This design comes from an exercise in tuning for a short achievable clock period and few clock cycles on the open sky130 flow, not from production work. RTL that was checked went through simulation tests only; none was proved equivalent to the original. Function not checked in run 1: the RTL went through the layout flow alone. Power is estimated from default activity; no workload was simulated.

**flow/design.v**
```verilog
package dcache_pkg;
  typedef logic [31:0] word_t;
  typedef logic [31:0] addr_t;
  typedef logic [26-1:0] tag_t;
  typedef logic [3-1:0] idx_t;
  typedef logic [31:0] hit_cnt_t;
  typedef enum logic [3:0] {
    idle,
    wb0,           
    wb1,           
    ld0,           
    ld1,           
    flush_scan,    
    flush_wb0,
    flush_wb1,
    cnt_wr,        
    done           
  } ctrl_state_t;
endpackage
`timescale 1ns/1ps
module dcache (
  input  logic              CLK,
  input  logic              rst,
  input  logic              halt,
  input  logic              dmem_ren,
  input  logic              dmem_wen,
  input  dcache_pkg::addr_t dmem_addr,
  input  dcache_pkg::word_t dmem_store,
  output logic              dhit,
  output logic              flushed,
  output dcache_pkg::word_t dmem_load,
  output logic              dread,
  output logic              dwrite,
  output dcache_pkg::addr_t daddr,
  output dcache_pkg::word_t dstore,
  input  logic              dwait,
  input  dcache_pkg::word_t dload
);
  localparam int NS          = 8;
  localparam int NE          = 2 * NS;              
  localparam int TW          = 26;
  localparam int NWB         = 8;                   
  localparam int WB_HI       = 6;                   
  localparam bit STORE_FAST  = 1'b1;                
  localparam bit LOAD_BYPASS = 1'b1;                
  localparam logic [1:0] SRC_FETCH = 2'd0;
  localparam logic [1:0] SRC_WB    = 2'd1;
  localparam logic [1:0] SRC_CLEAN = 2'd2;
  localparam logic [1:0] SRC_CNT   = 2'd3;
  logic [NE-1:0]             valid_q;
  logic [NE-1:0][TW-1:0]     tag_q;
  logic [NE-1:0][1:0]        pres_q;      
  logic [NE-1:0][1:0]        dirty_q;     
  logic [NE-1:0][1:0][31:0]  data_q;
  logic [NS-1:0]             lru_q;       
  logic [NWB-1:0]            wv_q;
  logic [NWB-1:0][28:0]      wa_q;        
  logic [NWB-1:0][1:0]       wd_q;        
  logic [NWB-1:0][1:0]       wp_q;        
  logic [NWB-1:0][1:0][31:0] wdat_q;
  logic                      urg_q;       
  logic                      okst_q;      
  logic                      pv_q;        
  logic                      dread_q;
  logic                      dwrite_q;
  logic                      pwant_q;     
  logic [1:0]                psrc_q;
  logic [29:0]               pa_q;        
  logic [31:0]               pdat_q;
  logic [NE-1:0]             pe_q;
  logic                      pk_q;
  logic [NWB-1:0]            ps_q;
  logic                      cnt_sent_q;
  logic                      cand_v_q;
  logic                      cand_rd_q;
  logic [1:0]                cand_src_q;
  logic [29:0]               cand_a_q;
  logic [31:0]               cand_d_q;
  logic [NE-1:0]             cand_e_q;
  logic                      cand_k_q;
  logic [NWB-1:0]            cand_s_q;
  logic                      acc_q;       
  logic [NE-1:0]             acc_e_q;
  logic                      rdy_q;       
  logic [31:0]               ld_q;
  logic                      fwd_arm_q;   
  dcache_pkg::hit_cnt_t      hit_cnt_q;
  logic                      flushed_q;
  logic                      halted_q;    
  dcache_pkg::tag_t rtag;
  dcache_pkg::idx_t rset;
  logic             roff;
  logic             req;
  logic             hlt;
  assign rtag = dmem_addr[31 -: TW];
  assign rset = dmem_addr[3 +: 3];
  assign roff = dmem_addr[2];
  assign req  = dmem_ren || dmem_wen;
  assign hlt  = halt || halted_q;
  logic [NS-1:0] rdec;
  logic [NE-1:0] match, pres_k, vsel, tsel;
  logic [NS-1:0] vw_s;
  always_comb begin
    for (int s = 0; s < NS; s++) begin
      rdec[s] = (rset == 3'(s));
      vw_s[s] = !valid_q[2*s] ? 1'b0 : (!valid_q[2*s+1] ? 1'b1 : lru_q[s]);
    end
    for (int e = 0; e < NE; e++) begin
      match[e]  = valid_q[e] && rdec[e/2] && (tag_q[e] == rtag);
      pres_k[e] = roff ? pres_q[e][1] : pres_q[e][0];
      vsel[e]   = rdec[e/2] && (vw_s[e/2] == 1'(e % 2));
    end
  end
  logic hit, hw, hit_pres, vw;
  assign hit      = |match;
  assign hit_pres = |(match & pres_k);
  assign hw       = |(match & {NS{2'b10}});
  assign vw       = |(rdec & vw_s);
  assign tsel     = match | (hit ? '0 : vsel);
  logic [1:0]        vdirty, vpres;
  logic [TW-1:0]     vtag;
  logic [1:0][31:0]  vdata;
  always_comb begin
    vdirty = '0;
    vpres  = '0;
    vtag   = '0;
    vdata  = '0;
    for (int e = 0; e < NE; e++) begin
      if (vsel[e]) begin
        vdirty = vdirty | dirty_q[e];
        vpres  = vpres | pres_q[e];
        vtag   = vtag | tag_q[e];
        vdata  = vdata | data_q[e];
      end
    end
  end
  logic [NWB-1:0]    wbm, fs;
  logic              wbhit, wb_full;
  logic [1:0]        wsel_d, wsel_p;
  logic [1:0][31:0]  wsel_dat;
  always_comb begin
    wsel_d   = '0;
    wsel_p   = '0;
    wsel_dat = '0;
    for (int n = 0; n < NWB; n++) begin
      wbm[n] = wv_q[n] && (wa_q[n] == dmem_addr[31:3]);
      fs[n]  = !wv_q[n];
      for (int m = 0; m < n; m++) begin
        if (!wv_q[m]) fs[n] = 1'b0;
      end
      if (wbm[n]) begin
        wsel_d   = wsel_d | wd_q[n];
        wsel_p   = wsel_p | wp_q[n];
        wsel_dat = wsel_dat | wdat_q[n];
      end
    end
  end
  assign wbhit   = |wbm;
  assign wb_full = &wv_q;
  logic vok, first, accept_st, accept_ld, accept, alloc, reclaim, push;
  assign vok       = (vdirty == 2'b00) || !wb_full;
  assign first     = req && !acc_q && !rdy_q && !hlt;
  assign accept_st = first && dmem_wen && (STORE_FAST ? okst_q : (hit || vok));
  assign accept_ld = first && dmem_ren && (hit || vok);
  assign accept    = accept_st || accept_ld;
  assign alloc     = accept && !hit;
  assign reclaim   = alloc && wbhit;
  assign push      = alloc && (vdirty != 2'b00);
  logic comp, comp_ok, free;
  assign comp    = pv_q && !dwait;               
  assign comp_ok = comp && pwant_q;
  assign free    = !pv_q || !dwait;              
  logic fl_fetch, fl_wb, fl_clean;
  assign fl_fetch = pv_q && pwant_q && (psrc_q == SRC_FETCH);
  assign fl_wb    = pv_q && pwant_q && (psrc_q == SRC_WB);
  assign fl_clean = pv_q && pwant_q && (psrc_q == SRC_CLEAN);
  logic first_fl, arrive, first_inflight;
  assign first_fl       = fl_fetch && (pk_q == roff) && (|(pe_q & match));
  assign arrive         = first_fl && !dwait;
  assign first_inflight = first_fl && dwait;
  logic acc_fl, acc_arrive, acc_inflight, acc_pres, fwd;
  logic [31:0] acc_data;
  assign acc_fl       = acc_q && fl_fetch && (pk_q == roff) && (|(pe_q & acc_e_q));
  assign acc_arrive   = acc_fl && !dwait;
  assign acc_inflight = acc_fl && dwait;
  assign acc_pres     = |(acc_e_q & pres_k);
  assign fwd          = LOAD_BYPASS && fwd_arm_q && !dwait;
  assign dhit      = !halt && ((STORE_FAST && dmem_wen && okst_q) || rdy_q || fwd);
  assign dmem_load = (LOAD_BYPASS && fwd_arm_q) ? dload : ld_q;
  assign flushed   = flushed_q;
  assign dread     = dread_q;
  assign dwrite    = dwrite_q;
  assign daddr     = {pa_q, 2'b00};
  assign dstore    = pdat_q;
  logic [31:0] way_data, d0, d1;
  always_comb begin
    d0       = '0;
    d1       = '0;
    acc_data = '0;
    for (int s = 0; s < NS; s++) begin
      if (rdec[s]) begin
        d0 = d0 | data_q[2*s][roff];
        d1 = d1 | data_q[2*s+1][roff];
      end
    end
    for (int e = 0; e < NE; e++) begin
      if (acc_e_q[e]) acc_data = acc_data | data_q[e][roff];
    end
  end
  assign way_data = hw ? d1 : d0;
  logic          demand_c, demand_r, demand;
  logic [NE-1:0] dem_e;
  assign demand_c = first && dmem_ren && !hit_pres && !first_fl && (hit || (vok && !wbhit));
  assign demand_r = acc_q && !acc_pres && !acc_fl;
  assign demand   = free && (demand_c || demand_r);
  assign dem_e    = acc_q ? acc_e_q : tsel;
  logic [NE-1:0][1:0]  f_need, c_need;
  logic [NWB-1:0][1:0] w_need;
  logic [NE-1:0]       f_e, c_e;
  logic [NWB-1:0]      w_s;
  always_comb begin
    for (int e = 0; e < NE; e++) begin
      for (int k = 0; k < 2; k++) begin
        f_need[e][k] = valid_q[e] && !pres_q[e][k] && !(fl_fetch && pe_q[e] && (pk_q == 1'(k)));
        c_need[e][k] = dirty_q[e][k] && !(fl_clean && pe_q[e] && (pk_q == 1'(k)));
      end
    end
    for (int n = 0; n < NWB; n++) begin
      for (int k = 0; k < 2; k++) begin
        w_need[n][k] = wv_q[n] && wd_q[n][k] && !(fl_wb && ps_q[n] && (pk_q == 1'(k)));
      end
    end
    for (int e = 0; e < NE; e++) begin
      f_e[e] = |f_need[e];
      c_e[e] = |c_need[e];
      for (int j = 0; j < e; j++) begin
        if (|f_need[j]) f_e[e] = 1'b0;
        if (|c_need[j]) c_e[e] = 1'b0;
      end
    end
    for (int n = 0; n < NWB; n++) begin
      w_s[n] = |w_need[n];
      for (int j = 0; j < n; j++) begin
        if (|w_need[j]) w_s[n] = 1'b0;
      end
    end
  end
  logic          f_any, c_any, wb_any;
  logic          fk, ck, bk;
  logic [TW-1:0] f_tag, c_tag;
  logic [2:0]    f_set, c_set;
  logic [28:0]   w_blk;
  logic [31:0]   c_dat, w_dat;
  always_comb begin
    f_any = |f_e;
    c_any = |c_e;
    wb_any = |w_s;
    fk    = 1'b0;
    ck    = 1'b0;
    bk    = 1'b0;
    f_tag = '0;
    c_tag = '0;
    f_set = '0;
    c_set = '0;
    w_blk = '0;
    for (int e = 0; e < NE; e++) begin
      if (f_e[e]) begin
        fk    = fk | !f_need[e][0];
        f_tag = f_tag | tag_q[e];
        f_set = f_set | 3'(e / 2);
      end
      if (c_e[e]) begin
        ck    = ck | !c_need[e][0];
        c_tag = c_tag | tag_q[e];
        c_set = c_set | 3'(e / 2);
      end
    end
    c_dat = '0;
    for (int e = 0; e < NE; e++) begin
      if (c_e[e]) c_dat = c_dat | data_q[e][ck];
    end
    for (int n = 0; n < NWB; n++) begin
      if (w_s[n]) begin
        bk    = bk | !w_need[n][0];
        w_blk = w_blk | wa_q[n];
      end
    end
    w_dat = '0;
    for (int n = 0; n < NWB; n++) begin
      if (w_s[n]) w_dat = w_dat | wdat_q[n][bk];
    end
  end
  logic          bg_go, bg_rd;
  logic [1:0]    bg_src;
  logic [29:0]   bg_a;
  logic [31:0]   bg_d;
  logic [NE-1:0] bg_e;
  logic          bg_k;
  always_comb begin
    bg_go  = 1'b0;
    bg_rd  = 1'b0;
    bg_src = SRC_FETCH;
    bg_a   = {f_tag, f_set, fk};
    bg_d   = c_dat;
    bg_e   = f_e;
    bg_k   = fk;
    if (wb_any && (urg_q || hlt || !f_any)) begin
      bg_go  = 1'b1;
      bg_src = SRC_WB;
      bg_a   = {w_blk, bk};
      bg_d   = w_dat;
      bg_k   = bk;
    end else if (f_any && !hlt) begin
      bg_go  = 1'b1;
      bg_rd  = 1'b1;
    end else if (c_any && hlt) begin
      bg_go  = 1'b1;
      bg_src = SRC_CLEAN;
      bg_a   = {c_tag, c_set, ck};
      bg_e   = c_e;
      bg_k   = ck;
    end else if (hlt && !cnt_sent_q && !acc_q) begin
      bg_go  = 1'b1;
      bg_src = SRC_CNT;
      bg_a   = 32'h3100 >> 2;
      bg_d   = hit_cnt_q;
    end
  end
  function automatic logic killed(input logic [1:0] src, input logic [NE-1:0] e, input logic k,
                                  input logic [NWB-1:0] s);
    killed = 1'b0;
    if ((src == SRC_FETCH) || (src == SRC_CLEAN)) begin
      if (alloc && (|(e & vsel))) killed = 1'b1;
      if (accept_st && (|(e & tsel)) && (k == roff)) killed = 1'b1;
    end
    if ((src == SRC_WB) && reclaim && (|(s & wbm))) killed = 1'b1;
  endfunction
  logic start;
  assign start = free && !demand && cand_v_q && !(hlt && (cand_src_q == SRC_FETCH)) &&
                 !killed(cand_src_q, cand_e_q, cand_k_q, cand_s_q);
  logic [NE-1:0][1:0] st_w, fl_w, cl_w;
  logic [NE-1:0]      al_e;
  always_comb begin
    for (int e = 0; e < NE; e++) begin
      al_e[e] = alloc && vsel[e];
      for (int k = 0; k < 2; k++) begin
        st_w[e][k] = accept_st && tsel[e] && (roff == 1'(k));
        fl_w[e][k] = comp_ok && (psrc_q == SRC_FETCH) && pe_q[e] && (pk_q == 1'(k));
        cl_w[e][k] = comp_ok && (psrc_q == SRC_CLEAN) && pe_q[e] && (pk_q == 1'(k));
      end
    end
  end
  logic [1:0] wb_pop;    
  assign wb_pop = {comp_ok && (psrc_q == SRC_WB) && pk_q, comp_ok && (psrc_q == SRC_WB) && !pk_q};
  logic [$clog2(NWB+1)-1:0] wb_cnt;
  always_comb begin
    wb_cnt = '0;
    for (int n = 0; n < NWB; n++) wb_cnt = wb_cnt + ($clog2(NWB+1))'(wv_q[n]);
  end
  always_ff @(posedge CLK) begin
    if (rst) begin
      valid_q    <= '0;
      dirty_q    <= '0;
      lru_q      <= '0;
      wv_q       <= '0;
      urg_q      <= 1'b0;
      okst_q     <= 1'b0;
      pv_q       <= 1'b0;
      dread_q    <= 1'b0;
      dwrite_q   <= 1'b0;
      pwant_q    <= 1'b0;
      cnt_sent_q <= 1'b0;
      cand_v_q   <= 1'b0;
      acc_q      <= 1'b0;
      rdy_q      <= 1'b0;
      fwd_arm_q  <= 1'b0;
      hit_cnt_q  <= 32'h0000_0000;
      flushed_q  <= 1'b0;
      halted_q   <= 1'b0;
    end else begin
      if (halt) halted_q <= 1'b1;
      for (int e = 0; e < NE; e++) begin
        if (al_e[e]) valid_q[e] <= 1'b1;
        for (int k = 0; k < 2; k++) begin
          if (st_w[e][k])      dirty_q[e][k] <= 1'b1;
          else if (al_e[e])    dirty_q[e][k] <= reclaim && wsel_d[k];
          else if (cl_w[e][k]) dirty_q[e][k] <= 1'b0;
        end
      end
      for (int s = 0; s < NS; s++) begin
        if (accept && rdec[s]) lru_q[s] <= hit ? !hw : !vw;
      end
      if (accept && hit) hit_cnt_q <= hit_cnt_q + 1'b1;
      for (int n = 0; n < NWB; n++) begin
        if (push && fs[n])                                       wv_q[n] <= 1'b1;
        else if (reclaim && wbm[n])                              wv_q[n] <= 1'b0;
        else if (ps_q[n] && (|wb_pop) && !(|(wd_q[n] & ~wb_pop))) wv_q[n] <= 1'b0;
      end
      urg_q  <= (32'(wb_cnt) >= WB_HI);
      okst_q <= !hlt && (32'(wb_cnt) <= NWB - 2);
      if (demand || start) begin
        pv_q       <= 1'b1;
        dread_q    <= demand || cand_rd_q;
        dwrite_q   <= !(demand || cand_rd_q);
        pwant_q    <= 1'b1;
        if (!demand && (cand_src_q == SRC_CNT)) cnt_sent_q <= 1'b1;
      end else begin
        if (comp) begin
          pv_q     <= 1'b0;
          dread_q  <= 1'b0;
          dwrite_q <= 1'b0;
        end
        pwant_q <= pwant_q && !killed(psrc_q, pe_q, pk_q, ps_q);
      end
      if (comp && (psrc_q == SRC_CNT)) flushed_q <= 1'b1;
      cand_v_q <= bg_go && !killed(bg_src, bg_e, bg_k, w_s);
      rdy_q <= (accept_st && !STORE_FAST) ||
               (accept_ld && (hit_pres || arrive)) ||
               (acc_q && !fwd && (acc_pres || acc_arrive));
      if (accept_ld && !hit_pres && !arrive) acc_q <= 1'b1;
      else if (acc_q && (fwd || acc_pres || acc_arrive)) acc_q <= 1'b0;
      fwd_arm_q <= LOAD_BYPASS &&
                   ((acc_q && !fwd && (acc_inflight || (demand && demand_r))) ||
                    (accept_ld && !hit_pres && !arrive && (demand_c ? demand : first_inflight)));
    end
  end
  always_ff @(posedge CLK) begin
    for (int e = 0; e < NE; e++) begin
      if (al_e[e]) tag_q[e] <= rtag;
      for (int k = 0; k < 2; k++) begin
        if (st_w[e][k])      pres_q[e][k] <= 1'b1;
        else if (al_e[e])    pres_q[e][k] <= reclaim && wsel_p[k];
        else if (fl_w[e][k]) pres_q[e][k] <= 1'b1;
        if (st_w[e][k])                data_q[e][k] <= dmem_store;
        else if (al_e[e] && reclaim)   data_q[e][k] <= wsel_dat[k];
        else if (fl_w[e][k])           data_q[e][k] <= dload;
      end
    end
    for (int n = 0; n < NWB; n++) begin
      if (push && fs[n]) begin
        wa_q[n]   <= {vtag, rset};
        wd_q[n]   <= vdirty;
        wp_q[n]   <= vpres;
        wdat_q[n] <= vdata;
      end else if (ps_q[n]) begin
        wd_q[n] <= wd_q[n] & ~wb_pop;
      end
    end
    if (demand || start) begin
      psrc_q <= demand ? SRC_FETCH : cand_src_q;
      pa_q   <= demand ? dmem_addr[31:2] : cand_a_q;
      pdat_q <= cand_d_q;
      pe_q   <= demand ? dem_e : cand_e_q;
      pk_q   <= demand ? roff : cand_k_q;
      ps_q   <= cand_s_q;
    end
    cand_rd_q  <= bg_rd;
    cand_src_q <= bg_src;
    cand_a_q   <= bg_a;
    cand_d_q   <= bg_d;
    cand_e_q   <= bg_e;
    cand_k_q   <= bg_k;
    cand_s_q   <= w_s;
    if (accept_ld) acc_e_q <= tsel;
    ld_q <= (arrive || acc_arrive) ? dload : (acc_q ? acc_data : way_data);
  end
endmodule
```
**flow/run.sh**
```bash
#!/bin/bash
# synth_recipe.tcl (not shown) runs the flow's synth.tcl, then flattens the netlist and writes it again
# the make line also repeats each setting of config.mk as NAME=value (left out here)
make -C /OpenROAD-flow-scripts/flow DESIGN_CONFIG=/design/flow/config.mk WORK_HOME=/design/flow/orfs CLKGATE_MAP_FILE= SYNTH_SCRIPT=/design/flow/synth_recipe.tcl finish
```
**flow/config.mk**
```make
export PLATFORM = sky130hd
export DESIGN_NAME = dcache
export DESIGN_NICKNAME = dcache
export VERILOG_FILES = /design/flow/design.v
export SDC_FILE = /design/flow/constraint.sdc
export NUM_CORES = 4
export LEC_CHECK = 0
export ABC_CLOCK_PERIOD_IN_PS = 2500
export CAP_MARGIN = 20
export CORE_MARGIN = 2
export CORE_UTILIZATION = 40
export SETUP_SLACK_MARGIN = 4.5
export SLEW_MARGIN = 20
```
**flow/constraint.sdc**
```tcl
create_clock -name core_clock -period 7.5 [get_ports {CLK}]
set_input_delay 1.5000 -clock core_clock [delete_from_list [all_inputs] [get_ports {CLK}]]
set_output_delay 1.5000 -clock core_clock [all_outputs]
set_load 0.01 [all_outputs]
```
==> flow_summary.yaml, run 1 <==
logic_synthesis:
  netlist_instances: 15100
  yosysUniqueCellTypes: 109
  post-synth-top-count-cell: "sky130_fd_sc_hd__edfxtp_1"
  post_synth_edffs: 2321
  synth-warning-count: 1
  top_cell_type_by_total_area_after_synthesis: "sky130_fd_sc_hd__edfxtp_1"
  netlist_top_cells_area: "sky130_fd_sc_hd__edfxtp_1, sky130_fd_sc_hd__mux2i_1, sky130_fd_sc_hd__dfxtp_1, sky130_fd_sc_hd__a221oi_1, sky130_fd_sc_hd__nand2_1"
  synth.ff_latch_count: 2584
  synth.top_cells.by_count: "sky130_fd_sc_hd__edfxtp_1, sky130_fd_sc_hd__mux2i_1, sky130_fd_sc_hd__nand2_1, sky130_fd_sc_hd__nor2_1, sky130_fd_sc_hd__clkbuf_1"
  synth_async_sr_flop_share: 0
  synth_area_per_inst_um2: 10.3
  ys_dominant_reg_cell: "sky130_fd_sc_hd__edfxtp_1"
  post_synth_instance_area_um2: 156000
  synth_top_cell_area_share: 0.447
  sequential_to_total_area_share_from_yosys_stat: 0.481
run_status:
  stop_stage: "global routing"
  run_status: "did not finish"
  run.stop_error: "[ERROR GRT-0116] Global routing finished with congestion. Check the congestion regions in the DRC Viewer."
clock_tree:
  cts-hold-fix-buffers: 0
  cts_htree_levels: 5
  root_buffer: "sky130_fd_sc_hd__clkbuf_16"
  clock_sink_total: 2584
  cts-buffers-inserted: 310
  max-clock-path-buffers: 4
global_routing:
  gr-total-overflow: 821
  grt_pass1_vias: 191000
  wire_length_of_the_first_global_routing_pass_um: 2060000
  grt_usage: 0.767
  grt_max_degree: 117
die:
  fp-row-count: 229
  initial_utilization: 0.401
  count_of_boundary_i_o_pins: 202
  x_dimension_of_the_die_um: 628
  die_h_um: 628
place:
  hpwl_um: 644000
  dpl_worst_slack_ns: 0.596
  port_buffers: 197
  routabilityCongestion: 1.13
[power by group through the flow]
| stage | Clock (mW) | Sequential (mW) | Combinational (mW) |
|---|---|---|---|
| floorplan | 0 | 16.5 | 1.98 |
| detailed placement | 0 | 16.6 | 4.05 |
| global placement | 0 | 16.6 | 4.03 |
| CTS | 15.6 | 16.3 | 5.44 |
[stage by stage]
stage | hold slack, ns | std cells | area (um^2)
after floorplan | 0.386 | 15100 | 156000
after global placement | 0.387 | 19900 | 169000
after detailed placement | 0.389 | 19900 | 169000
after CTS | 0.397 | 22500 | 228000
[how the worst max path moves through the flow]
| stage | from | endpoint | slack, ns | depth (start not counted) |
|---|---|---|---|---|
| CTS | dmem_addr[11] | data_q[140] | 2.99 | 23 |
| global placement | dmem_addr[4] | data_q[935] | 0.65 | 15 |
| detailed placement | dmem_addr[3] | data_q[89] | 0.60 | 14 |
| floorplan | dmem_addr[4] | wd_q[6] | 0.77 | 12 |
[cells by family after synthesis]
kind of cell	count (synthesis)	share of synthesized area
flip-flops	2584	0.481
buffers and inverters	1685	0.0469
multiplexers	1868	0.122
adder cells (fa/ha/maj)	10	0.000996
AO/OA/AOI/OAI	4634	0.203
other	1	0.0000241
XOR/XNOR	672	0.0378
AND/OR/NAND/NOR	3651	0.108
[per-layer routing]
| metal | overflow | GRT usage |
|---|---|---|
| met1 | 66 | 0.775 |
| met2 | 353 | 0.868 |
| met3 | 87 | 0.705 |
| met4 | 294 | 0.687 |
| met5 | 21 | 0.500 |
[what timing repair did]
action                      CTS
pin swaps                  1094
setup buffers              1378
gates resized for setup    5121
gates cloned                664
setup endpoints to repair  4520
==> run 2, diff against run 1 <==
--- a/flow/design.v
+++ b/flow/design.v
@@ -43,2 +43,3 @@
   localparam int WB_HI       = 6;                   
+  localparam int WCW         = 4;                   
   localparam bit STORE_FAST  = 1'b1;                
@@ -73,2 +74,5 @@
   logic                      cnt_sent_q;
+  logic [NE-1:0][1:0]        xf_q;        
+  logic [NE-1:0][1:0]        xc_q;        
+  logic [NWB-1:0][1:0]       xw_q;        
   logic                      cand_v_q;
@@ -87,2 +91,3 @@
   dcache_pkg::hit_cnt_t      hit_cnt_q;
+  logic                      cnt_inc_q;   
   logic                      flushed_q;
@@ -119,2 +124,3 @@
   assign tsel     = match | (hit ? '0 : vsel);
+  logic [NE-1:0]     c_e;
   logic [1:0]        vdirty, vpres;
@@ -132,4 +138,4 @@
         vtag   = vtag | tag_q[e];
-        vdata  = vdata | data_q[e];
       end
+      if (hlt ? c_e[e] : vsel[e]) vdata = vdata | data_q[e];
     end
@@ -172,8 +178,8 @@
   assign free    = !pv_q || !dwait;              
-  logic fl_fetch, fl_wb, fl_clean;
-  assign fl_fetch = pv_q && pwant_q && (psrc_q == SRC_FETCH);
-  assign fl_wb    = pv_q && pwant_q && (psrc_q == SRC_WB);
-  assign fl_clean = pv_q && pwant_q && (psrc_q == SRC_CLEAN);
+  logic [NE-1:0] xf_k;
+  always_comb begin
+    for (int e = 0; e < NE; e++) xf_k[e] = roff ? xf_q[e][1] : xf_q[e][0];
+  end
   logic first_fl, arrive, first_inflight;
-  assign first_fl       = fl_fetch && (pk_q == roff) && (|(pe_q & match));
+  assign first_fl       = pwant_q && (|(xf_k & match));
   assign arrive         = first_fl && !dwait;
@@ -181,4 +187,3 @@
   logic acc_fl, acc_arrive, acc_inflight, acc_pres, fwd;
-  logic [31:0] acc_data;
-  assign acc_fl       = acc_q && fl_fetch && (pk_q == roff) && (|(pe_q & acc_e_q));
+  assign acc_fl       = acc_q && pwant_q && (|(xf_k & acc_e_q));
   assign acc_arrive   = acc_fl && !dwait;
@@ -198,3 +203,2 @@
     d1       = '0;
-    acc_data = '0;
     for (int s = 0; s < NS; s++) begin
@@ -206,3 +210,2 @@
     for (int e = 0; e < NE; e++) begin
-      if (acc_e_q[e]) acc_data = acc_data | data_q[e][roff];
     end
@@ -212,3 +215,5 @@
   logic [NE-1:0] dem_e;
-  assign demand_c = first && dmem_ren && !hit_pres && !first_fl && (hit || (vok && !wbhit));
+  logic ldsel;
+  assign ldsel    = (first && dmem_ren && vok) || (acc_q && !acc_pres && !acc_fl);
+  assign demand_c = first && dmem_ren && vok && !hit_pres && !first_fl && (hit || !wbhit);
   assign demand_r = acc_q && !acc_pres && !acc_fl;
@@ -218,3 +223,3 @@
   logic [NWB-1:0][1:0] w_need;
-  logic [NE-1:0]       f_e, c_e;
+  logic [NE-1:0]       f_e;
   logic [NWB-1:0]      w_s;
@@ -223,4 +228,4 @@
       for (int k = 0; k < 2; k++) begin
-        f_need[e][k] = valid_q[e] && !pres_q[e][k] && !(fl_fetch && pe_q[e] && (pk_q == 1'(k)));
-        c_need[e][k] = dirty_q[e][k] && !(fl_clean && pe_q[e] && (pk_q == 1'(k)));
+        f_need[e][k] = valid_q[e] && !pres_q[e][k] && !xf_q[e][k];
+        c_need[e][k] = dirty_q[e][k] && !xc_q[e][k];
       end
@@ -229,3 +234,3 @@
       for (int k = 0; k < 2; k++) begin
-        w_need[n][k] = wv_q[n] && wd_q[n][k] && !(fl_wb && ps_q[n] && (pk_q == 1'(k)));
+        w_need[n][k] = wv_q[n] && wd_q[n][k] && !xw_q[n][k];
       end
@@ -277,6 +282,3 @@
     end
-    c_dat = '0;
-    for (int e = 0; e < NE; e++) begin
-      if (c_e[e]) c_dat = c_dat | data_q[e][ck];
-    end
+    c_dat = ck ? vdata[1] : vdata[0];
     for (int n = 0; n < NWB; n++) begin
@@ -289,3 +291,3 @@
     for (int n = 0; n < NWB; n++) begin
-      if (w_s[n]) w_dat = w_dat | wdat_q[n][bk];
+      if (w_s[n]) w_dat = w_dat | (w_need[n][0] ? wdat_q[n][0] : wdat_q[n][1]);
     end
@@ -321,3 +323,3 @@
       bg_k   = ck;
-    end else if (hlt && !cnt_sent_q && !acc_q) begin
+    end else if (halted_q && !cnt_sent_q && !acc_q && !cnt_inc_q) begin
       bg_go  = 1'b1;
@@ -338,5 +340,5 @@
   logic start;
-  assign start = free && !demand && cand_v_q && !(hlt && (cand_src_q == SRC_FETCH)) &&
+  assign start = free && !ldsel && cand_v_q && !(hlt && (cand_src_q == SRC_FETCH)) &&
                  !killed(cand_src_q, cand_e_q, cand_k_q, cand_s_q);
-  logic [NE-1:0][1:0] st_w, fl_w, cl_w;
+  logic [NE-1:0][1:0] st_w, fl_w, cl_w, d_st, d_fl, fl_ok;
   logic [NE-1:0]      al_e;
@@ -347,4 +349,7 @@
         st_w[e][k] = accept_st && tsel[e] && (roff == 1'(k));
-        fl_w[e][k] = comp_ok && (psrc_q == SRC_FETCH) && pe_q[e] && (pk_q == 1'(k));
-        cl_w[e][k] = comp_ok && (psrc_q == SRC_CLEAN) && pe_q[e] && (pk_q == 1'(k));
+        fl_w[e][k] = comp_ok && xf_q[e][k];
+        cl_w[e][k] = comp_ok && xc_q[e][k];
+        d_st[e][k]  = first && dmem_wen && rdec[e/2] && (roff == 1'(k));
+        d_fl[e][k]  = fl_w[e][k] && !(first && vsel[e]);
+        fl_ok[e][k] = d_fl[e][k] && !d_st[e][k];
       end
@@ -352,8 +357,10 @@
   end
-  logic [1:0] wb_pop;    
-  assign wb_pop = {comp_ok && (psrc_q == SRC_WB) && pk_q, comp_ok && (psrc_q == SRC_WB) && !pk_q};
-  logic [$clog2(NWB+1)-1:0] wb_cnt;
+  logic [NWB-1:0][1:0] wb_pop;    
+  always_comb begin
+    for (int n = 0; n < NWB; n++) wb_pop[n] = comp_ok ? xw_q[n] : 2'b00;
+  end
+  logic [WCW-1:0] wb_cnt;
   always_comb begin
     wb_cnt = '0;
-    for (int n = 0; n < NWB; n++) wb_cnt = wb_cnt + ($clog2(NWB+1))'(wv_q[n]);
+    for (int n = 0; n < NWB; n++) wb_cnt = wb_cnt + (WCW)'(wv_q[n]);
   end
@@ -373,2 +380,5 @@
       cand_v_q   <= 1'b0;
+      xf_q       <= '0;
+      xc_q       <= '0;
+      xw_q       <= '0;
       acc_q      <= 1'b0;
@@ -377,2 +387,3 @@
       hit_cnt_q  <= 32'h0000_0000;
+      cnt_inc_q  <= 1'b0;
       flushed_q  <= 1'b0;
@@ -392,3 +403,4 @@
       end
-      if (accept && hit) hit_cnt_q <= hit_cnt_q + 1'b1;
+      cnt_inc_q <= accept && hit;
+      if (cnt_inc_q) hit_cnt_q <= hit_cnt_q + 1'b1;
       for (int n = 0; n < NWB; n++) begin
@@ -396,3 +408,3 @@
         else if (reclaim && wbm[n])                              wv_q[n] <= 1'b0;
-        else if (ps_q[n] && (|wb_pop) && !(|(wd_q[n] & ~wb_pop))) wv_q[n] <= 1'b0;
+        else if ((|wb_pop[n]) && !(|(wd_q[n] & ~wb_pop[n])))    wv_q[n] <= 1'b0;
       end
@@ -406,4 +418,21 @@
         if (!demand && (cand_src_q == SRC_CNT)) cnt_sent_q <= 1'b1;
+        for (int e = 0; e < NE; e++) begin
+          for (int k = 0; k < 2; k++) begin
+            xf_q[e][k] <= demand ? (dem_e[e] && (roff == 1'(k)))
+                                 : ((cand_src_q == SRC_FETCH) && cand_e_q[e] && (cand_k_q == 1'(k)));
+            xc_q[e][k] <= !demand && (cand_src_q == SRC_CLEAN) && cand_e_q[e] && (cand_k_q == 1'(k));
+          end
+        end
+        for (int n = 0; n < NWB; n++) begin
+          for (int k = 0; k < 2; k++) begin
+            xw_q[n][k] <= !demand && (cand_src_q == SRC_WB) && cand_s_q[n] && (cand_k_q == 1'(k));
+          end
+        end
       end else begin
         if (comp) begin
+          xf_q <= '0;
+          xc_q <= '0;
+          xw_q <= '0;
+        end
+        if (comp) begin
           pv_q     <= 1'b0;
@@ -432,6 +461,5 @@
         else if (al_e[e])    pres_q[e][k] <= reclaim && wsel_p[k];
-        else if (fl_w[e][k]) pres_q[e][k] <= 1'b1;
-        if (st_w[e][k])                data_q[e][k] <= dmem_store;
-        else if (al_e[e] && reclaim)   data_q[e][k] <= wsel_dat[k];
-        else if (fl_w[e][k])           data_q[e][k] <= dload;
+        else if (fl_ok[e][k]) pres_q[e][k] <= 1'b1;
+        if (st_w[e][k] || (al_e[e] && reclaim) || fl_ok[e][k])
+          data_q[e][k] <= d_st[e][k] ? dmem_store : (d_fl[e][k] ? dload : wsel_dat[k]);
       end
@@ -439,3 +467,3 @@
     for (int n = 0; n < NWB; n++) begin
-      if (push && fs[n]) begin
+      if (first && fs[n]) begin
         wa_q[n]   <= {vtag, rset};
@@ -444,12 +472,12 @@
         wdat_q[n] <= vdata;
-      end else if (ps_q[n]) begin
-        wd_q[n] <= wd_q[n] & ~wb_pop;
+      end else begin
+        wd_q[n] <= wd_q[n] & ~wb_pop[n];
       end
     end
-    if (demand || start) begin
-      psrc_q <= demand ? SRC_FETCH : cand_src_q;
-      pa_q   <= demand ? dmem_addr[31:2] : cand_a_q;
+    if (free) begin
+      psrc_q <= ldsel ? SRC_FETCH : cand_src_q;
+      pa_q   <= ldsel ? dmem_addr[31:2] : cand_a_q;
       pdat_q <= cand_d_q;
-      pe_q   <= demand ? dem_e : cand_e_q;
-      pk_q   <= demand ? roff : cand_k_q;
+      pe_q   <= ldsel ? dem_e : cand_e_q;
+      pk_q   <= ldsel ? roff : cand_k_q;
       ps_q   <= cand_s_q;
@@ -464,3 +492,3 @@
     if (accept_ld) acc_e_q <= tsel;
-    ld_q <= (arrive || acc_arrive) ? dload : (acc_q ? acc_data : way_data);
+    ld_q <= (arrive || acc_arrive) ? dload : way_data;
   end
--- a/flow/config.mk
+++ b/flow/config.mk
@@ -10,4 +10,6 @@
 export CORE_MARGIN = 2
-export CORE_UTILIZATION = 40
+export CORE_UTILIZATION = 25
+export GPL_ROUTABILITY_DRIVEN = 1
 export SETUP_SLACK_MARGIN = 4.5
 export SLEW_MARGIN = 20
+export TNS_END_PERCENT = 10
==> run 2 against run 1 <==
Compared with the run above:
- now clean on timing, DRC and antenna
- synthesized cell count fell by 11%
- synthesized area fell by 6.4%
==> flow_summary.yaml, run 2 <==
pwr:
  p_per_area_nw_per_um2: 199
  p_leak_nw: 70.3
  post-layout-total-power_mw: 37.2
  irDropWorstVdd_v: 0.000234
worst_setup_path:
  cell_at_the_slowest_stage_of_the_critical_path: "sky130_fd_sc_hd__o21ai_2"
  crit_path_end_kind: "register"
  delay_of_the_slowest_cell_on_the_worst_path_ns: 0.78
  worst-setup-path-type: "in -> reg"
  crit_required_ns: 8.40
  critPathBufInv: 7
  timing.critical_path.arrival_ns: 5.40
  timing.critical_path.fanout_max: 65
  timing.critical_path.max_delay_family: "buffers and inverters"
  path_common_cell: "sky130_fd_sc_hd__buf_4"
  startpoint_type_of_the_worst_setup_path: "input port"
  critical_path_cell_by_cell: "buf_12 > bufbuf_16 > xnor2_4 > nand4_1 > buf_6 > nor4_4 > buf_4 > and2_4 > nor4_2 > and4_4 > buf_4 > buf_12 > o21ai_2 > o21ai_0 > buf_4"
logic_synthesis:
  synth_top_cell_area_share: 0.475
  netlist_top_cells_area: "sky130_fd_sc_hd__edfxtp_1, sky130_fd_sc_hd__mux2i_1, sky130_fd_sc_hd__dfxtp_1, sky130_fd_sc_hd__o21ai_0, sky130_fd_sc_hd__nand2_1"
  ys_dominant_reg_cell: "sky130_fd_sc_hd__edfxtp_1"
  sequential_to_total_area_share_from_yosys_stat: 0.524
  post_synth_edffs: 2305
  yosysUniqueCellTypes: 93
  synth-warning-count: 1
  post-synth-top-count-cell: "sky130_fd_sc_hd__edfxtp_1"
  synth.ff_latch_count: 2665
  synth_async_sr_flop_share: 0
  netlist_instances: 13400
  synth.top_cells.by_count: "sky130_fd_sc_hd__edfxtp_1, sky130_fd_sc_hd__mux2i_1, sky130_fd_sc_hd__nand2_1, sky130_fd_sc_hd__o21ai_0, sky130_fd_sc_hd__clkbuf_1"
  synth_area_per_inst_um2: 10.9
  top_cell_type_by_total_area_after_synthesis: "sky130_fd_sc_hd__edfxtp_1"
  post_synth_instance_area_um2: 146000
timing:
  grt_setup_unrepaired: "yes"
  relSlewSlack: 0.158
  postLayoutSetupSlackWorst_ns: 3.00
  slew_viol_final: 0
  timing_hold_violations_final: 0
  finalSetupViolCount: 0
  post-route-min-period_ns: 4.50
  achievable_clock_frequency_mhz: 222
  finalClockSkew_ns: 0.192
  fin_crit_sh: 0.600
  max_slew.worst_pin.slew_ns: 1.26
  setup-tns-final_ns: 0
routing:
  drtPass1Iterations: 17
  met3_length_um: 147000
  post-route-drc-count: 0
  routedWlPerCell_um: 40.6
  via_per_inst: 6.36
  met2_routed_wl_um: 355000
  drt_wl_total_um: 895000
  detail_route.iter0.violations: 30100
  met1_length_um: 301000
  detailroute.via_count: 140000
  top_layer: "met5"
  drt.antenna.violating_nets: 0
global_routing:
  wire_length_of_the_first_global_routing_pass_um: 1150000
  antenna_found_initial: 116
  grt_max_degree: 125
  grt_pass1_vias: 127000
  gr-total-overflow: 0
  grt_usage: 0.282
final_layout:
  max_reg_flops: 1024
  layout.cells.most_common: "sky130_fd_sc_hd__edfxtp_1"
  final_util: 0.322
  final_cell_mix: "sky130_fd_sc_hd__edfxtp_1, sky130_fd_sc_hd__mux2i_1, sky130_fd_sc_hd__o21ai_0"
  layout_top_registers: "data_q x1024, wdat_q x512, tag_q x416"
  num-fill-cells: 57800
  syn_to_final_growth_pct: 28.3
  regMostFlops: "data_q"
  drive_gt1_frac: 0.191
  layout.nets: 14000
place:
  dpl_worst_slack_ns: 0.660
  hpwl_um: 536000
  port_buffers: 197
  routabilityCongestion: 1.06
die:
  floorplan.die_area_um2: 589000
  die_h_um: 768
  core_outline_area_um2: 581000
  fp-row-count: 280
  count_of_boundary_i_o_pins: 202
  initial_utilization: 0.251
  x_dimension_of_the_die_um: 768
clock_tree:
  cts-hold-fix-buffers: 0
  clock_sink_total: 2665
  path_clk_slew_ns: 0.06
  tritoncts: "done"
  cts_htree_levels: 5
  root_buffer: "sky130_fd_sc_hd__clkbuf_16"
  cts-buffers-inserted: 324
  clock_latency_of_the_later_clocked_register_in_the_worst_skew_pair_ns: 1.10
  max-clock-path-buffers: 4
flow_run:
  drv.max_cap_violation_count: 0
worst_hold_path:
  worst_hold_path_type: "reg -> reg"
run_status:
  run_status: "timing/DRC/antenna clean"
## run 2: where the power goes
| group | switching (mW) | internal (mW) |
|---|---|---|
| registers | 0.241 | 16.4 |
| logic | 2.54 | 1.29 |
| clock network | 7.13 | 9.63 |
## run 2: cell type report
type	instances	area, um^2	share of cell area
clock buffers	396	8590	0.0460
repair buffers	1462	19300	0.103
flip-flops and latches	2665	76400	0.409
inverters	116	489	0.00262
clock inverters	200	2320	0.0124
multi-input cells	9323	70000	0.374
diodes	90	225	0.00120
well taps	7755	9700	0.0519
## run 2: worst paths after layout
kind / startpoint / endpoint / slack [ns] / depth (start not counted)
setup / recovery: dmem_addr[17] / ld_q[31] / 3.00 / 15
hold / removal: cand_d_q[1] / pdat_q[1] / 0.40 / 0
setup reg to reg: xf_q[0] / cand_v_q / 3.04 / 12
hold reg to reg: cand_d_q[1] / pdat_q[1] / 0.40 / 0
## run 2: per-layer routing
metal	vias to the layer above	global-route usage
li1	53400	-
met1	68500	0.337
met2	14100	0.396
met3	3916	0.122
met4	66	0.221
met5	-	0.00235
## run 2: what timing repair did
item                                     CTS  global route
endpoints found under the setup margin  4537          4444
resized for setup                       1157           373
gates cloned                             112            46
setup buffers                            292           109
pin swaps                                147           101
## run 2: through the flow
step	area, um^2	instances	hold slack [ns]
after detailed placement	161000	20800	0.389
after global routing	187000	22000	0.415
final	187000	22000	0.402
after CTS	183000	21800	0.403
after global placement	161000	20800	0.390
after floorplan	146000	13400	0.386
## run 2: cell families after synthesis
logic type	synth area share
flip-flops	0.524
AND/OR/NAND/NOR	0.106
multiplexers	0.124
buffers and inverters	0.0377
adder cells (fa/ha/maj)	0.00106
other	0.0000257
AO/OA/AOI/OAI	0.168
XOR/XNOR	0.0399
Testbench counts of run 2, summed over its fixed seeds: cycles 30,891.
==> run 3, diff against run 2 <==
--- a/flow/design.v
+++ b/flow/design.v
@@ -80,4 +80,2 @@
   logic [1:0]                cand_src_q;
-  logic [29:0]               cand_a_q;
-  logic [31:0]               cand_d_q;
   logic [NE-1:0]             cand_e_q;
@@ -90,2 +88,8 @@
   logic                      fwd_arm_q;   
+  logic [NE-1:0][1:0]        pend_w_q;    
+  logic [31:0]               pend_d_q;
+  logic [NE-1:0][1:0]        pend_rc_q;   
+  logic [NE-1:0]             ev_al_q;     
+  logic [NE-1:0][1:0]        ev_st_q;     
+  logic [NWB-1:0]            ev_rc_q;     
   dcache_pkg::hit_cnt_t      hit_cnt_q;
@@ -121,5 +125,17 @@
   assign hit_pres = |(match & pres_k);
+  logic [NE-1:0] rc_k;
+  logic          hit_rdy;
+  always_comb begin
+    for (int e = 0; e < NE; e++) rc_k[e] = roff ? pend_rc_q[e][1] : pend_rc_q[e][0];
+  end
+  assign hit_rdy  = |(match & pres_k & ~rc_k);
   assign hw       = |(match & {NS{2'b10}});
   assign vw       = |(rdec & vw_s);
-  assign tsel     = match | (hit ? '0 : vsel);
+  logic [NE-1:0] oth;
+  always_comb begin
+    for (int e = 0; e < NE; e++) oth[e] = match[e ^ 1];
+  end
+  assign tsel     = match | (vsel & ~oth);
+  logic [NE-1:0][1:0] st_w, fl_w, cl_w, d_fl, fl_ok;
+  logic [NE-1:0]      al_e;
   logic [NE-1:0]     c_e;
@@ -139,3 +155,3 @@
       end
-      if (hlt ? c_e[e] : vsel[e]) vdata = vdata | data_q[e];
+      if (vsel[e]) vdata = vdata | data_q[e];
     end
@@ -145,3 +161,2 @@
   logic [1:0]        wsel_d, wsel_p;
-  logic [1:0][31:0]  wsel_dat;
   always_comb begin
@@ -149,3 +164,2 @@
     wsel_p   = '0;
-    wsel_dat = '0;
     for (int n = 0; n < NWB; n++) begin
@@ -159,3 +173,2 @@
         wsel_p   = wsel_p | wp_q[n];
-        wsel_dat = wsel_dat | wdat_q[n];
       end
@@ -191,2 +204,4 @@
   assign acc_pres     = |(acc_e_q & pres_k);
+  logic acc_rdy;
+  assign acc_rdy      = |(acc_e_q & pres_k & ~rc_k);
   assign fwd          = LOAD_BYPASS && fwd_arm_q && !dwait;
@@ -213,2 +228,15 @@
   assign way_data = hw ? d1 : d0;
+  logic [1:0][31:0] rc_dat;
+  always_comb begin
+    rc_dat = '0;
+    for (int n = 0; n < NWB; n++) begin
+      if (ev_rc_q[n]) rc_dat = rc_dat | wdat_q[n];
+    end
+  end
+  logic [NE-1:0] pend_k;
+  logic          fwd_st;
+  always_comb begin
+    for (int e = 0; e < NE; e++) pend_k[e] = roff ? pend_w_q[e][1] : pend_w_q[e][0];
+  end
+  assign fwd_st = |(match & pend_k);
   logic          demand_c, demand_r, demand;
@@ -252,42 +280,17 @@
   end
-  logic          f_any, c_any, wb_any;
-  logic          fk, ck, bk;
-  logic [TW-1:0] f_tag, c_tag;
-  logic [2:0]    f_set, c_set;
-  logic [28:0]   w_blk;
-  logic [31:0]   c_dat, w_dat;
+  logic f_any, c_any, wb_any;
+  logic fk, ck, bk;
   always_comb begin
-    f_any = |f_e;
-    c_any = |c_e;
+    f_any  = |f_e;
+    c_any  = |c_e;
     wb_any = |w_s;
-    fk    = 1'b0;
-    ck    = 1'b0;
-    bk    = 1'b0;
-    f_tag = '0;
-    c_tag = '0;
-    f_set = '0;
-    c_set = '0;
-    w_blk = '0;
+    fk     = 1'b0;
+    ck     = 1'b0;
+    bk     = 1'b0;
     for (int e = 0; e < NE; e++) begin
-      if (f_e[e]) begin
-        fk    = fk | !f_need[e][0];
-        f_tag = f_tag | tag_q[e];
-        f_set = f_set | 3'(e / 2);
-      end
-      if (c_e[e]) begin
-        ck    = ck | !c_need[e][0];
-        c_tag = c_tag | tag_q[e];
-        c_set = c_set | 3'(e / 2);
-      end
-    end
-    c_dat = ck ? vdata[1] : vdata[0];
-    for (int n = 0; n < NWB; n++) begin
-      if (w_s[n]) begin
-        bk    = bk | !w_need[n][0];
-        w_blk = w_blk | wa_q[n];
-      end
+      if (f_e[e]) fk = fk | !f_need[e][0];
+      if (c_e[e]) ck = ck | !c_need[e][0];
     end
-    w_dat = '0;
     for (int n = 0; n < NWB; n++) begin
-      if (w_s[n]) w_dat = w_dat | (w_need[n][0] ? wdat_q[n][0] : wdat_q[n][1]);
+      if (w_s[n]) bk = bk | !w_need[n][0];
     end
@@ -296,4 +299,2 @@
   logic [1:0]    bg_src;
-  logic [29:0]   bg_a;
-  logic [31:0]   bg_d;
   logic [NE-1:0] bg_e;
@@ -304,4 +305,2 @@
     bg_src = SRC_FETCH;
-    bg_a   = {f_tag, f_set, fk};
-    bg_d   = c_dat;
     bg_e   = f_e;
@@ -311,4 +310,2 @@
       bg_src = SRC_WB;
-      bg_a   = {w_blk, bk};
-      bg_d   = w_dat;
       bg_k   = bk;
@@ -320,3 +317,2 @@
       bg_src = SRC_CLEAN;
-      bg_a   = {c_tag, c_set, ck};
       bg_e   = c_e;
@@ -326,6 +322,44 @@
       bg_src = SRC_CNT;
-      bg_a   = 32'h3100 >> 2;
-      bg_d   = hit_cnt_q;
     end
   end
+  logic [TW-1:0] s_tag;
+  logic [2:0]    s_set;
+  logic [31:0]   s_cdat, s_wdat;
+  logic [28:0]   s_wblk;
+  logic [29:0]   s_addr;
+  logic [31:0]   s_data;
+  always_comb begin
+    s_tag  = '0;
+    s_set  = '0;
+    s_cdat = '0;
+    s_wblk = '0;
+    s_wdat = '0;
+    for (int e = 0; e < NE; e++) begin
+      if (cand_e_q[e]) begin
+        s_tag  = s_tag | tag_q[e];
+        s_set  = s_set | 3'(e / 2);
+        s_cdat = s_cdat | data_q[e][cand_k_q];
+      end
+    end
+    for (int n = 0; n < NWB; n++) begin
+      if (cand_s_q[n]) begin
+        s_wblk = s_wblk | wa_q[n];
+        s_wdat = s_wdat | wdat_q[n][cand_k_q];
+      end
+    end
+    case (cand_src_q)
+      SRC_WB: begin
+        s_addr = {s_wblk, cand_k_q};
+        s_data = s_wdat;
+      end
+      SRC_CNT: begin
+        s_addr = 32'h3100 >> 2;
+        s_data = hit_cnt_q;
+      end
+      default: begin
+        s_addr = {s_tag, s_set, cand_k_q};
+        s_data = s_cdat;
+      end
+    endcase
+  end
   function automatic logic killed(input logic [1:0] src, input logic [NE-1:0] e, input logic k,
@@ -334,3 +368,3 @@
     if ((src == SRC_FETCH) || (src == SRC_CLEAN)) begin
-      if (alloc && (|(e & vsel))) killed = 1'b1;
+      if (|(e & al_e)) killed = 1'b1;
       if (accept_st && (|(e & tsel)) && (k == roff)) killed = 1'b1;
@@ -339,10 +373,18 @@
   endfunction
+  function automatic logic killed_before(input logic [1:0] src, input logic [NE-1:0] e,
+                                         input logic k, input logic [NWB-1:0] s);
+    killed_before = 1'b0;
+    for (int j = 0; j < NE; j++) begin
+      if (((src == SRC_FETCH) || (src == SRC_CLEAN)) && e[j] && (ev_al_q[j] || ev_st_q[j][k]))
+        killed_before = 1'b1;
+    end
+    if ((src == SRC_WB) && (|(s & ev_rc_q))) killed_before = 1'b1;
+  endfunction
   logic start;
   assign start = free && !ldsel && cand_v_q && !(hlt && (cand_src_q == SRC_FETCH)) &&
-                 !killed(cand_src_q, cand_e_q, cand_k_q, cand_s_q);
-  logic [NE-1:0][1:0] st_w, fl_w, cl_w, d_st, d_fl, fl_ok;
-  logic [NE-1:0]      al_e;
+                 !killed(cand_src_q, cand_e_q, cand_k_q, cand_s_q) &&
+                 !killed_before(cand_src_q, cand_e_q, cand_k_q, cand_s_q);
   always_comb begin
     for (int e = 0; e < NE; e++) begin
-      al_e[e] = alloc && vsel[e];
+      al_e[e] = first && (STORE_FAST && dmem_wen ? okst_q : vok) && vsel[e] && !match[e] && !oth[e];
       for (int k = 0; k < 2; k++) begin
@@ -351,5 +393,4 @@
         cl_w[e][k] = comp_ok && xc_q[e][k];
-        d_st[e][k]  = first && dmem_wen && rdec[e/2] && (roff == 1'(k));
         d_fl[e][k]  = fl_w[e][k] && !(first && vsel[e]);
-        fl_ok[e][k] = d_fl[e][k] && !d_st[e][k];
+        fl_ok[e][k] = d_fl[e][k] && !pend_w_q[e][k] && !pend_rc_q[e][k];
       end
@@ -388,2 +429,4 @@
       cnt_inc_q  <= 1'b0;
+      pend_w_q   <= '0;
+      pend_rc_q  <= '0;
       flushed_q  <= 1'b0;
@@ -404,2 +447,6 @@
       cnt_inc_q <= accept && hit;
+      pend_w_q  <= st_w;
+      for (int e = 0; e < NE; e++) begin
+        pend_rc_q[e] <= (al_e[e] && reclaim) ? wsel_p : 2'b00;
+      end
       if (cnt_inc_q) hit_cnt_q <= hit_cnt_q + 1'b1;
@@ -444,8 +491,8 @@
       if (comp && (psrc_q == SRC_CNT)) flushed_q <= 1'b1;
-      cand_v_q <= bg_go && !killed(bg_src, bg_e, bg_k, w_s);
+      cand_v_q <= bg_go;
       rdy_q <= (accept_st && !STORE_FAST) ||
-               (accept_ld && (hit_pres || arrive)) ||
-               (acc_q && !fwd && (acc_pres || acc_arrive));
-      if (accept_ld && !hit_pres && !arrive) acc_q <= 1'b1;
-      else if (acc_q && (fwd || acc_pres || acc_arrive)) acc_q <= 1'b0;
+               (accept_ld && (hit_rdy || arrive)) ||
+               (acc_q && !fwd && (acc_rdy || acc_arrive));
+      if (accept_ld && !hit_rdy && !arrive) acc_q <= 1'b1;
+      else if (acc_q && (fwd || acc_rdy || acc_arrive)) acc_q <= 1'b0;
       fwd_arm_q <= LOAD_BYPASS &&
@@ -462,4 +509,4 @@
         else if (fl_ok[e][k]) pres_q[e][k] <= 1'b1;
-        if (st_w[e][k] || (al_e[e] && reclaim) || fl_ok[e][k])
-          data_q[e][k] <= d_st[e][k] ? dmem_store : (d_fl[e][k] ? dload : wsel_dat[k]);
+        if (pend_w_q[e][k] || pend_rc_q[e][k] || fl_ok[e][k])
+          data_q[e][k] <= pend_w_q[e][k] ? pend_d_q : (pend_rc_q[e][k] ? rc_dat[k] : dload);
       end
@@ -478,4 +525,4 @@
       psrc_q <= ldsel ? SRC_FETCH : cand_src_q;
-      pa_q   <= ldsel ? dmem_addr[31:2] : cand_a_q;
-      pdat_q <= cand_d_q;
+      pa_q   <= ldsel ? dmem_addr[31:2] : s_addr;
+      pdat_q <= s_data;
       pe_q   <= ldsel ? dem_e : cand_e_q;
@@ -484,6 +531,8 @@
     end
+    ev_al_q    <= al_e;
+    ev_st_q    <= st_w;
+    ev_rc_q    <= reclaim ? wbm : '0;
     cand_rd_q  <= bg_rd;
     cand_src_q <= bg_src;
-    cand_a_q   <= bg_a;
-    cand_d_q   <= bg_d;
+    pend_d_q   <= dmem_store;
     cand_e_q   <= bg_e;
@@ -492,3 +541,3 @@
     if (accept_ld) acc_e_q <= tsel;
-    ld_q <= (arrive || acc_arrive) ? dload : way_data;
+    ld_q <= (arrive || acc_arrive) ? dload : (fwd_st ? pend_d_q : way_data);
   end
==> flow/flow/run.sh (new file) <==
#!/bin/bash
# Layout: the standard ORFS flow (standard.sh, unchanged synthesis) with two resizer
# settings changed:
#  - MATCH_CELL_FOOTPRINT=0 lets repair_design and repair_timing choose any drive strength
#    (the platform default only swaps a cell for one with the same footprint);
#  - every input and output port is still buffered, with buf_4 instead of the default
#    clkdlybuf4s50_1 delay cell.
# make's full output goes to standard_finish.log; ORFS keeps each step's log under orfs/logs/.
set -euo pipefail
bash standard.sh MATCH_CELL_FOOTPRINT=0 "BUFFER_PORTS_ARGS=-buffer_cell sky130_fd_sc_hd__buf_4" finish \
  > standard_finish.log 2>&1
==> flow/standard.sh (new file) <==
#!/bin/bash
# synth_recipe.tcl (not shown) runs the flow's synth.tcl, then flattens the netlist and writes it again
# the make line also repeats each setting of config.mk as NAME=value (left out here)
make -C /OpenROAD-flow-scripts/flow DESIGN_CONFIG=/design/flow/config.mk WORK_HOME=/design/flow/orfs CLKGATE_MAP_FILE= SYNTH_SCRIPT=/design/flow/synth_recipe.tcl "${@:-finish}"
removed: flow/run.sh
==> run 3 against run 2 <==
Compared with the run above:
- still clean
- die area up 8.7%
- via count up 13%
- clock-buffer cell count down 28
- critical path depth up 1
- global-route usage down 1.1 points
- synthesized cell count up 23%
- synthesized area up 8.8%
- hold slack better by 0.076 ns
- utilization down 2.0 points
- critical path type unchanged
- largest cell class unchanged
==> flow_summary.yaml, run 3 <==
run_status:
  run_status: "timing/DRC/antenna clean"
worst_setup_path:
  worst-setup-path-type: "in -> reg"
  delay_of_the_slowest_cell_on_the_worst_path_ns: 0.64
  crit_path_end_kind: "register"
  crit_required_ns: 8.38
  critical_path_cell_by_cell: "buf_16 > buf_12 > xnor2_1 > nand4_1 > nor3_2 > buf_4 > a22o_4 > or3_4 > or4_4 > nor4b_4 > a311oi_4 > a21oi_4 > buf_12 > buf_6 > clkbuf_16 > mux2i_1"
  timing.critical_path.max_delay_family: "simple AND/OR/NAND/NOR gates"
  r2r_start: "tag_q[165]"
  cell_at_the_slowest_stage_of_the_critical_path: "sky130_fd_sc_hd__or4_4"
  regToRegSetupSlack_ns: 3.20
  startpoint_type_of_the_worst_setup_path: "input port"
  timing.critical_path.fanout_max: 15
  reg2reg_depth: 14
  crit-reg2reg-capture: "xf_q[28]"
  cp_num_cells: 16
  critPathBufInv: 6
  timing.critical_path.arrival_ns: 5.26
  path_common_cell: "sky130_fd_sc_hd__buf_12"
final_layout:
  layout_top_registers: "data_q x1024, wdat_q x512, tag_q x416"
  multi_input_comb_area_um2: 76700
  max_reg_flops: 1024
  layout.nets: 16400
  layout.cells.most_common: "sky130_fd_sc_hd__nand2_1"
  final_cell_mix: "sky130_fd_sc_hd__nand2_1, sky130_fd_sc_hd__o21ai_0, sky130_fd_sc_hd__edfxtp_1"
  num-fill-cells: 64600
  drive_gt1_frac: 0.181
  ff_latch_area_um2: 78600
  syn_to_final_growth_pct: 20.3
  regMostFlops: "data_q"
  post_layout_nonfiller_instances: 25000
clock_tree:
  max-clock-path-buffers: 4
  cts-buffers-inserted: 298
  root_buffer: "sky130_fd_sc_hd__clkbuf_16"
  clock_latency_of_the_later_clocked_register_in_the_worst_skew_pair_ns: 1.03
  cts_htree_levels: 5
  tritoncts: "done"
  path_clk_slew_ns: 0.06
  clock_sink_total: 2755
flow_run:
  drv.max_cap_violation_count: 0
routing:
  post-route-drc-count: 0
  drt.antenna.violating_nets: 0
  drtPass1Iterations: 13
  detailroute.via_count: 158000
  drt_wl_total_um: 969000
  routedWlPerCell_um: 38.8
  detail_route.iter0.violations: 32300
  via_per_inst: 6.32
logic_synthesis:
  synth_async_sr_flop_share: 0
  synth_area_per_inst_um2: 9.65
  synth.ff_latch_count: 2755
  sequential_to_total_area_share_from_yosys_stat: 0.493
  netlist_top_cells_area: "sky130_fd_sc_hd__edfxtp_1, sky130_fd_sc_hd__nand2_1, sky130_fd_sc_hd__o21ai_0, sky130_fd_sc_hd__dfxtp_1, sky130_fd_sc_hd__mux2_2"
  synth_top_cell_area_share: 0.436
  synth.top_cells.by_count: "sky130_fd_sc_hd__nand2_1, sky130_fd_sc_hd__o21ai_0, sky130_fd_sc_hd__edfxtp_1, sky130_fd_sc_hd__clkbuf_1, sky130_fd_sc_hd__a22oi_1"
  post_synth_edffs: 2305
  ys_dominant_reg_cell: "sky130_fd_sc_hd__edfxtp_1"
  top_cell_type_by_total_area_after_synthesis: "sky130_fd_sc_hd__edfxtp_1"
  yosysUniqueCellTypes: 91
  post_synth_instance_area_um2: 159000
  netlist_instances: 16400
  synth-warning-count: 1
  post-synth-top-count-cell: "sky130_fd_sc_hd__nand2_1"
timing:
  finalClockSkew_ns: 0.0988
  timing_hold_violations_final: 0
  finalSetupViolCount: 0
  max_slew.worst_pin.slew_ns: 1.36
  achievable_clock_frequency_mhz: 229
  fin_crit_sh: 0.583
  post-route-min-period_ns: 4.38
  relSlewSlack: 0.0918
  grt_setup_unrepaired: "yes"
  setup-tns-final_ns: 0
  postLayoutSetupSlackWorst_ns: 3.12
  slew_viol_final: 0
pwr:
  p_sw_frac: 0.285
  p_per_area_nw_per_um2: 203
  internal_power_mw: 27.6
  irDropWorstVdd_v: 0.000173
  power_switching_mw: 11.0
  p_leak_nw: 60.8
  post-layout-total-power_mw: 38.7
  clkPwrFrac: 0.408
  combinationalPowerShare: 0.147
  power.sequential.fraction: 0.445
global_routing:
  gr-total-overflow: 0
  grt_max_degree: 138
  grt_usage: 0.271
  grt_pass1_vias: 138000
  antenna_found_initial: 104
  wire_length_of_the_first_global_routing_pass_um: 1210000
place:
  dpl_worst_slack_ns: 1.17
  placedCellCount: 23800
  port_buffers: 197
  hpwl_um: 566000
  routabilityCongestion: 1.05
worst_hold_path:
  cell_depth_of_the_worst_hold_path: 2
  hp-start: "lru_q[5]"
  worst_hold_path_type: "reg -> reg"
  whs_endpoint: "lru_q[5]"
die:
  fp-row-count: 292
  floorplan.die_area_um2: 641000
  x_dimension_of_the_die_um: 800
  die_h_um: 800
  core_outline_area_um2: 632000
  initial_utilization: 0.251
  count_of_boundary_i_o_pins: 202
run 3: cell types whose count changed after synthesis, moves of 89 or more:
cell | previous run | this run
sky130_fd_sc_hd__a21oi_1 | 242 | 604
sky130_fd_sc_hd__a222oi_1 | 393 | 11
sky130_fd_sc_hd__a22o_1 | 100 | 189
sky130_fd_sc_hd__a22oi_1 | 550 | 858
sky130_fd_sc_hd__clkbuf_1 | 964 | 1348
sky130_fd_sc_hd__dfxtp_1 | 360 | 450
sky130_fd_sc_hd__mux2_2 | 98 | 760
sky130_fd_sc_hd__mux2i_1 | 1689 | 763
sky130_fd_sc_hd__nand2_1 | 1431 | 3125
sky130_fd_sc_hd__nand3_1 | 310 | 96
sky130_fd_sc_hd__nand4_1 | 298 | 422
sky130_fd_sc_hd__o21ai_0 | 1372 | 2339
sky130_fd_sc_hd__xnor2_1 | 427 | 516
run 3: repair_timing:
action | in CTS | in global routing
cloned | 65 | 73
hold buffers | 0 | 0
endpoints found under the setup margin | 3003 | 3111
resized for setup | 681 | 336
pin swaps | 78 | 120
endpoints found under the hold margin | 0 | 0
buffers inserted | 231 | 167
run 3: final cells by class:
class / count / area share
Sequential cell: 2755 / 0.412
Inverter: 138 / 0.00329
Antenna cell: 74 / 0.000970
Clock inverter: 173 / 0.00966
Timing Repair Buffer: 1198 / 0.0752
Multi-Input combinational cell: 11900 / 0.402
Clock buffer: 368 / 0.0421
Tap cell: 8379 / 0.0549
run 3: power groups by stage:
stage	logic (mW)	registers (mW)	clock network, mW
finish	5.70	17.2	15.8
CTS	4.76	17.2	15.6
global route	5.69	17.2	16.2
global placement	4.34	17.5	0
detailed placement	4.37	17.5	0
floorplan	2.58	17.4	0
run 3: kinds of logic after synthesis:
logic type / synth area share
mux: 0.102
other cells: 0.0000236
buf+inv: 0.0447
simple gates: 0.133
compound gates: 0.189
flops: 0.493
xor+xnor: 0.0373
fa+ha+maj: 0.000978
run 3: how the worst max path moves through the flow:
stage | slack, ns | startpoint | to
after global placement | 1.12 | dmem_addr[29] | xf_q[13]
final | 3.12 | dmem_addr[7] | xf_q[28]
after CTS | 3.22 | cand_k_q | pdat_q[19]
after detailed placement | 1.17 | dmem_addr[26] | xf_q[30]
after global routing | 3.17 | dmem_addr[31] | xf_q[3]
after floorplan | 1.83 | halt | wd_q[14]
run 3: through the flow:
stage	hold slack (ns)	instance area, um^2	util
3_5_place_dp	0.462	169000	0.268
4_1_cts	0.470	186000	0.294
2_1_floorplan	0.403	159000	-
6_report	0.478	191000	0.302
3_3_place_gp	0.453	169000	0.267
5_1_grt	0.499	191000	0.302
run 3: worst reg2reg max path, delay by kind of cell, from the launching register on:
| family | cells | cell delay [ns] |
|---|---|---|
| and+or+nand+nor | 6 | 1.83 |
| DFF | 1 | 0.88 |
| buffers and inverters | 4 | 0.67 |
| AOI/OAI and AO/OA | 2 | 0.36 |
| xor gates and xnor gates | 1 | 0.21 |
| muxes | 1 | 0.19 |
run 3: layer usage:
metal | vias to the layer above | track usage | routed length [um]
li1 | 60800 | - | -
met1 | 75200 | 0.323 | 320000
met2 | 16600 | 0.376 | 372000
met3 | 5031 | 0.123 | 166000
met4 | 64 | 0.214 | 109000
met5 | - | 0.00669 | 1570
Testbench counts of run 3, summed over its fixed seeds: cycles 31,056.

re-timing with driven ports:
Ports are ideal in the flow. The routed layouts listed here were re-timed in OpenROAD.
Step 1 assumes that a clkbuf_16 drives the clock port and a buf_2 every other input.
Step 2 adds t to the input delays and takes it off the output delays; t is the mean of the earliest and latest rising clock arrival at the registers after step 1. Input paths then give back, and output paths get back, about the clock's delay inside the block.
Slacks: ideal / step 1 / step 2; pairs: ideal / step 1.
run	shift t [ns]	slack for setup (ns)	hold slack, ns	worst register clock-pin slew, ns	cell pins on the clock port's net
run 2	1.130	3.000 / 2.841 / 1.711	0.402 / 0.402 / 0.402	0.07 / 0.07	1
run 3	1.071	3.124 / 2.908 / 1.870	0.478 / 0.478 / 0.478	0.08 / 0.08	1
After both steps setup and hold are still met in every run listed. For run 2, which loses most, drivers alone change the setup slack by -0.159 ns; drivers and shift together by -1.289 ns.
